Context: an optimization exercise on an open-source flow, tuned for small area, a short achievable clock period and few clock cycles per item. The choices shown serve that exercise and are no tape-out recipe. For this run, only the layout was checked, not whether the RTL still works. Power figures rest on the tool's default switching activity, not on a simulated workload.

<file path="design.v">
module mdu_ctrl #(
    parameter int MUL_LAT = 4
) (
    input  logic        clk,
    input  logic        rst,
    input  logic        start,
    input  logic [2:0]  op,
    input  logic [31:0] a,
    input  logic [31:0] b,
    output logic        busy,
    output logic        done,
    output logic [31:0] hi,
    output logic [31:0] lo,
    output logic        div0
);
    localparam int N = 35;
    logic        r_busy, r_done;
    logic        s_mul, s_fix, s_nlo, s_lead, s_step, s_nhi;
    logic [31:0] r_hi, r_lo;
    logic        r_hx;           
    logic [32:0] r_m;            
    logic [5:0]  r_k;            
    logic        r_uns, r_negq, r_negr;
    logic        r_skip;         
    logic        r_hz;           
    logic        c_aacc, c_b1, c_b2, c_blo, c_bhi, c_inv;
    assign busy = r_busy;
    assign done = r_done;
    assign hi   = r_hi;
    assign lo   = r_lo;
    assign div0 = 1'b0;
    logic [N-1:0] w_ma, w_mb, w_sum, w_m35, w_bx, w_g, w_p, w_gg, w_pp;
    assign w_m35 = {{2{r_m[32]}}, r_m};
    assign w_ma = ({N{c_aacc}} & {{2{r_hx}}, r_hx, r_hi})
                | ({N{s_lead}} & {3'd0, r_hi[23:0], r_lo[31:24]})
                | ({N{s_step}} & {r_hx, r_hx, r_hi, r_lo[31]});
    assign w_mb = ({N{c_b2}}  & {w_m35[N-2:0], 1'b0})
                | ({N{c_b1}}  & w_m35)
                | ({N{c_blo}} & {3'd0, r_lo})
                | ({N{c_bhi}} & {3'd0, r_hi});
    assign w_bx = w_mb ^ {N{c_inv}};
    assign w_g  = w_ma & w_bx;
    assign w_p  = w_ma ^ w_bx;
    always_comb begin
        w_gg = w_g;
        w_pp = w_p;
        w_gg[0] = w_g[0] | (w_p[0] & c_inv);
        for (int d = 1; d < 64; d = d * 2)
            for (int i = 2 * d - 1; i < N; i += 2 * d) begin
                w_gg[i] = w_gg[i] | (w_pp[i] & w_gg[i-d]);
                w_pp[i] = w_pp[i] & w_pp[i-d];
            end
        for (int d = 32; d >= 1; d = d / 2)
            for (int i = 3 * d - 1; i < N; i += 2 * d) begin
                w_gg[i] = w_gg[i] | (w_pp[i] & w_gg[i-d]);
                w_pp[i] = w_pp[i] & w_pp[i-d];
            end
    end
    assign w_sum = w_p ^ {w_gg[N-2:0], c_inv};
    logic       w_acc, w_dsign, w_dskip, w_last, w_rneg, w_dend;
    logic [5:0] w_k;
    logic [7:0] w_nlo;
    logic       w_nbp;
    logic       n_mul, n_fix, n_nlo, n_lead, n_step, n_nhi, n_done;
    logic       n_m32, n_hx;
    logic [7:0] w_bw;            
    logic       w_bp;
    assign w_acc   = !r_busy && start;
    assign w_dsign = !op[0] && a[31];
    assign w_dskip = r_hz && w_sum[N-1];
    assign w_k     = r_k + ((s_lead || (s_mul && r_skip)) ? 6'd8 : s_mul ? 6'd2 : 6'd1);
    assign w_last  = w_k[5];
    assign w_rneg  = w_sum[32];            
    assign w_dend  = (s_lead && w_dskip && w_last) || (s_step && w_last);
    assign w_nlo = r_skip ? r_lo[15:8] : r_lo[9:2];
    assign w_nbp = r_skip ? r_lo[7] : r_lo[1];
    assign w_bw  = r_busy ? w_nlo : a[7:0];
    assign w_bp  = r_busy ? w_nbp : 1'b0;
    always_comb begin
        n_mul  = r_busy ? (s_mul && !w_last) : (start && op[2:1] == 2'b00);
        n_fix  = (s_mul && w_last && r_uns && w_nbp) || (s_step && w_last && w_rneg);
        n_lead = (w_acc && op[2:1] == 2'b01 && !w_dsign) || (s_lead && w_dskip && !w_last)
              || (s_nlo && r_k == 6'd0);
        n_step = (s_lead && !w_dskip) || (s_step && !w_last);
        n_nlo  = (w_acc && op[2:1] == 2'b01 && w_dsign)
              || ((w_dend && !(s_step && w_rneg)) || (s_fix && !r_uns)) && r_negq;
        n_nhi  = ((w_dend && !(s_step && w_rneg)) || (s_fix && !r_uns)) && !r_negq && r_negr
              || (s_nlo && r_k != 6'd0 && r_negr);
        n_done = r_busy && !(n_mul || n_fix || n_lead || n_step || n_nlo || n_nhi);
        n_m32  = r_busy ? r_m[32] : (!op[0] && b[31]);
        n_hx   = s_step ? w_rneg : (s_mul && !r_skip) ? w_sum[N-1] : r_busy ? r_hx : 1'b0;
    end
    always_ff @(posedge clk) begin
        if (rst) begin
            r_busy <= 1'b0;
            r_done <= 1'b0;
            s_mul <= 1'b0; s_fix <= 1'b0; s_nlo <= 1'b0;
            s_lead <= 1'b0; s_step <= 1'b0; s_nhi <= 1'b0;
            c_aacc <= 1'b0; c_b1 <= 1'b0; c_b2 <= 1'b0; c_blo <= 1'b0; c_bhi <= 1'b0;
        end else begin
            r_busy <= r_busy ? !n_done : (start && !op[2]);
            r_done <= n_done;
            s_mul  <= n_mul;
            s_fix  <= n_fix;
            s_nlo  <= n_nlo;
            s_lead <= n_lead;
            s_step <= n_step;
            s_nhi  <= n_nhi;
            c_aacc <= n_mul || n_fix;
            c_b2   <= n_mul && (w_bw[0] == w_bp) && (w_bw[1] != w_bw[0]);
            c_b1   <= (n_mul && (w_bw[0] ^ w_bp)) || n_fix || n_lead || n_step;
            c_blo  <= n_nlo;
            c_bhi  <= n_nhi;
        end
    end
    always_ff @(posedge clk) begin
        r_hx  <= n_hx;
        r_m   <= r_busy ? r_m : {!op[0] && b[31], b};
        c_inv <= (n_mul && w_bw[1] && !(w_bw[0] && w_bp)) || (n_fix && n_m32)
              || (n_lead && !n_m32) || (n_step && (n_hx == n_m32)) || n_nlo || n_nhi;
        if (!r_busy) begin
            r_k    <= 6'd0;
            r_uns  <= op[0];
            r_negq <= !op[0] && (a[31] ^ b[31]) && (b != 32'd0);
            r_negr <= w_dsign;
            r_skip <= (a[7:0] == 8'd0);
        end
        if (s_mul) begin
            r_k    <= w_k;
            r_skip <= (w_k <= 6'd24) && (w_nlo == {8{w_nbp}});
        end
        if ((s_lead && w_dskip) || s_step) r_k <= w_k;
    end
    always_ff @(posedge clk) begin
        if (rst) begin
            r_hi <= 32'd0;
            r_lo <= 32'd0;
            r_hz <= 1'b1;
        end else begin
            if (w_acc) begin
                if (op[2:1] != 2'b11 && op != 3'b101) r_hi <= (op == 3'b100) ? a : 32'd0;
                if (op[2:1] != 2'b11 && op != 3'b100) r_lo <= a;
                r_hz <= 1'b1;
            end
            if (s_mul) begin
                if (r_skip) begin
                    r_hi <= {{8{r_hx}}, r_hi[31:8]};
                    r_lo <= {r_hi[7:0], r_lo[31:8]};
                end else begin
                    r_hi <= w_sum[33:2];
                    r_lo <= {w_sum[1:0], r_lo[31:2]};
                end
            end
            if (s_fix || s_nhi) r_hi <= w_sum[31:0];
            if (s_nlo) r_lo <= w_sum[31:0];
            if (s_lead && w_dskip) begin
                {r_hi, r_lo} <= {r_hi[23:0], r_lo, 8'd0};
                r_hz <= (r_hi[23:16] == 8'd0);
            end
            if (s_step) begin
                r_hi <= w_sum[31:0];
                r_lo <= {r_lo[30:0], !w_rneg};
            end
        end
    end
endmodule
</file>
<file path="run.sh">
#!/bin/bash
# synth_recipe.tcl (not shown) runs the flow's synth.tcl, then flattens the netlist and writes it again
# the make line also repeats each setting of config.mk as NAME=value (left out here)
make -C /OpenROAD-flow-scripts/flow DESIGN_CONFIG=/design/flow/config.mk WORK_HOME=/design/flow/orfs CLKGATE_MAP_FILE= SYNTH_SCRIPT=/design/flow/synth_recipe.tcl finish
</file>
<file path="config.mk">
export PLATFORM = sky130hd
export DESIGN_NAME = mdu_ctrl
export DESIGN_NICKNAME = mdu_ctrl
export VERILOG_FILES = /design/flow/design.v
export SDC_FILE = /design/flow/constraint.sdc
export NUM_CORES = 4
export LEC_CHECK = 0
export ABC_AREA = 1
export CAP_MARGIN = 20
export CORE_MARGIN = 2
export CORE_UTILIZATION = 40
export SETUP_SLACK_MARGIN = 5
export SLEW_MARGIN = 20
</file>
<file path="constraint.sdc">
create_clock -name core_clock -period 10.0 [get_ports {clk}]
set_input_delay 2.0000 -clock core_clock [delete_from_list [all_inputs] [get_ports {clk}]]
set_output_delay 2.0000 -clock core_clock [all_outputs]
set_load 0.01 [all_outputs]
</file>
==> results.cfg <==
[timing]
timing.hold.ws_ns = 0.522
worst_slew_pin_slew_ns = 1.11
finClkSkew_ns = 0.0129
finalSetupTns_ns = 0
timing.final.ws_setup_ns = 5.13
hold_viol_final = 0
timing.fmax_ghz = 0.205
min_period_ns = 4.87
timing.slew.headroom = 0.260
drv_slew = 0
fin_crit_sh = 0.487
finalSetupViolations = 0
rsz0062_at_grt = true

[die]
dieArea_mm2 = 0.0268
num_rows = 58
die_w_um = 164
coreArea_mm2 = 0.0251
initial_core_util = 0.406
die_h_um = 164
pin_count = 137

[placement]
dp_hpwl_mm = 33.9
place_ws_ns = 4.49
place_inst = 1817
place_congestion = 1.00
io_buffers = 135

[routing]
routed_via_density = 6.41
wl_met2_mm = 21.1
remaining_drc_errors = 0
wl_met3_mm = 6.47
routed.top_layer = met4
num_vias = 11900
antenna_left = 0
drt-total-wl_mm = 50.3
wl_met1_mm = 19.9
detail_route.wl_per_cell_um = 27.0
drtPass1Iterations = 6
drtIter0Drc = 1864

[global_routing]
grt_max_degree = 63
grt_pass1_wl_mm = 73.0
grt_pass1_vias = 11000
track_usage = 0.372
overflow = 0
antenna_found_initial = 0

[synth]
synth_cells = 1432
synth_area_leader_cell = dfxtp_1
synth_commonest_cells = 269 x nand2_1, 162 x inv_1, 129 x o21ai_0, 95 x nor2_1, 90 x a21oi_1
avgSynthCellArea_um2 = 7.11
synthArstFlopShare = 0
yosys_most_used_dff = dfxtp_1
netlist_area_mm2 = 0.0102
yosysSeqAreaShare = 0.280
yosysUniqueCellTypes = 48
yosysTopAreaCellShare = 0.153
synth.most_common_cell = nand2_1
ys_warn_count = 1
ys_ff_latch = 121
synth_area_leaders = dfxtp_1 15%, edfxtp_1 13%, nand2_1 9.9%, o21ai_0 6.3%, inv_1 6.0%
synth_edf_count = 43
synth_nets = 1556

[worst_setup_path]
worstPathArrival_ns = 5.19
worstPathMaxFanout = 22
crit_path_frequent_cell = nand2_1
crit_buf_inv = 3
cpMaxStageDelayCell = inv_1
required_ns = 10.32
crit_path_max_incr_delay_ns = 0.60
crit_path_cell_trace = buf_4, inv_1, o221ai_1, ha_1, a21oi_1, nand2_1, nand2_1, nand2_1, a21oi_1, nand2_1, nand2_1, nand2_1, nand2_2, nand3_4, inv_1, nand2_1, a22oi_1, a21oi_1
critPathTopFamily = buffers and inverters
cp-end-kind = flop
worstSetupPathType = reg -> reg
startpoint_type = flop

[power]
internal_power_mw = 1.13
p_per_area_mw_per_mm2 = 153
peakVddDrop_mv = 0.102
leakage_nw = 4.85
swShare = 0.406
power.switching_mw = 0.775
power_frac_clock = 0.336
p_comb_frac = 0.319
seqPwrFrac = 0.345

[clocking]
cts.sinks = 121
clk_latency_ns = 0.44
cts_hold_buf = 0
cts_tree = done
h-tree-depth = 4
root_buffer = clkbuf_16
clk_pin_slew_ns = 0.07
cts_buffer_depth = 2
numCtsBuffers = 17

[layout]
syn2layout_area_growth_pct = 22.1
layout-drive-gt1-share = 0.0666
fin_cells = 1862
final_net_count = 1643
diodes = 0
fillers = 2629

[min_path]
hp-class = reg -> reg

[run_status]
status = finished clean

[flow_run]
drv_cap = 0
what timing repair did:
| action | CTS | global route |
|---|---|---|
| buffers inserted | 6 | 2 |
| cloned | 4 | 1 |
| pin swaps | 1 | 2 |
| gates resized for setup | 14 | 10 |
| setup endpoints to repair | 67 | 45 |
power by group through the flow:
stage | sequential, mW | clock (mW) | combinational, mW
after global placement | 0.662 | 0 | 0.573
after floorplan | 0.628 | 0 | 0.332
after detailed placement | 0.661 | 0 | 0.570
after CTS | 0.651 | 0.641 | 0.586
final | 0.659 | 0.640 | 0.609
after global routing | 0.658 | 0.664 | 0.648
flip-flops by register name, indices dropped and copies added (netlist names), 6 cells and up:
register	flops
r_k	6
r_m	33
r_hi	32
r_lo	32
worst reg2reg max path: cells and delay by family, from the launching register on:
| family | cells | cell delay (ns) |
|---|---|---|
| DFF | 1 | 0.31 |
| buffers and inverters | 3 | 1.52 |
| adders and majority gates | 1 | 0.33 |
| and+or+nand+nor | 9 | 1.33 |
| AOI/OAI and AO/OA | 5 | 1.28 |
final timing paths:
check | startpoint | end | slack, ns | cells past startpoint
max | c_aacc | r_lo[20] | 5.13 | 18
min | r_negr | s_nhi | 0.52 | 2
max reg2reg | c_aacc | r_lo[20] | 5.13 | 18
min reg2reg | r_negr | s_nhi | 0.52 | 2
layer usage:
metal / up-vias / GRT usage
li1: 5257 / -
met1: 5575 / 0.495
met2: 894 / 0.553
met3: 201 / 0.117
met4: 0 / 0.166
met5: - / 0
final cells by class:
| cell class | count | area (um^2) | share of cell area |
|---|---|---|---|
| Multi-Input combinational cell | 1046 | 6330 | 0.509 |
| Timing Repair Buffer | 161 | 1580 | 0.127 |
| Inverter | 170 | 659 | 0.0530 |
| Timing Repair inverter | 2 | 15.0 | 0.00121 |
| Sequential cell | 121 | 2860 | 0.230 |
| Tap cell | 330 | 413 | 0.0332 |
| Clock buffer | 17 | 425 | 0.0342 |
| Clock inverter | 15 | 151 | 0.0122 |
cells in the final DEF (no fill, tap or decap), types with 3 or more instances in the layout:
cell / netlist / layout
ha_1: 36 / 36
o211ai_1: 33 / 33
clkinvlp_4: 0 / 7
a211oi_1: 10 / 10
or2_2: 3 / 3
inv_6: 0 / 7
nand4_1: 11 / 11
xor2_1: 45 / 45
a22oi_1: 10 / 10
clkinv_1: 3 / 3
edfxtp_1: 43 / 43
inv_2: 4 / 4
clkdlybuf4s50_1: 0 / 135
dfxtp_1: 78 / 74
o22ai_2: 0 / 3
nand2_1: 269 / 269
a31oi_1: 16 / 16
nor3_1: 10 / 10
xnor2_1: 11 / 10
nand3_1: 33 / 33
inv_8: 0 / 3
o21ai_0: 129 / 128
nor4_1: 13 / 13
a221oi_1: 36 / 36
a41oi_1: 4 / 4
a21oi_1: 90 / 90
nor2_1: 95 / 93
o21ai_1: 29 / 30
o22ai_1: 61 / 58
nand2_2: 7 / 7
buf_4: 8 / 22
o221ai_1: 51 / 51
fa_1: 18 / 18
inv_1: 162 / 158
clkbuf_16: 0 / 17
o2111ai_1: 5 / 5
logic make-up after synthesis:
logic type,after synthesis,share of synthesized area
adder cells (fa/ha/maj),54,0.0796
AO/OA/AOI/OAI,486,0.301
flip-flops,121,0.280
buffers and inverters,268,0.107
AND/OR/NAND/NOR,446,0.184
other,1,0.000368
XOR/XNOR,56,0.0481
metrics by stage:
stage,power [mW],instance area [um^2],util
after floorplan,0.960,10200,-
after global placement,1.23,11600,0.464
after detailed placement,1.23,11600,0.464
after CTS,1.88,12400,0.493
after global routing,1.97,12400,0.495
final,1.91,12400,0.495

==> static timing again, ports no longer ideal <==
No port has a modelled driver above. Below, the same layout with a new extraction and two added sets of constraints.
Step 1 assumes that a clkbuf_16 drives the clock port and a buf_2 every other input.
Step 2 times the ports against the registers' clock, not the clock port: input delays grow and output delays shrink by t, the midpoint of the rising clock arrivals with the driver on.
a / b / c = ideal / step 1 / step 2; a / b = the first two.
t (ns): 0.483
setup slack, ns: 5.126 / 5.126 / 5.126
worst hold slack (ns): 0.522 / 0.522 / 0.522
worst slew at a driven data input, ns: 0.04
pins driven straight from the clock port: 1
After both steps setup and hold are still met in this run. The setup slack of this run moves by 0.000 ns with the drivers and by 0.000 ns with both steps.
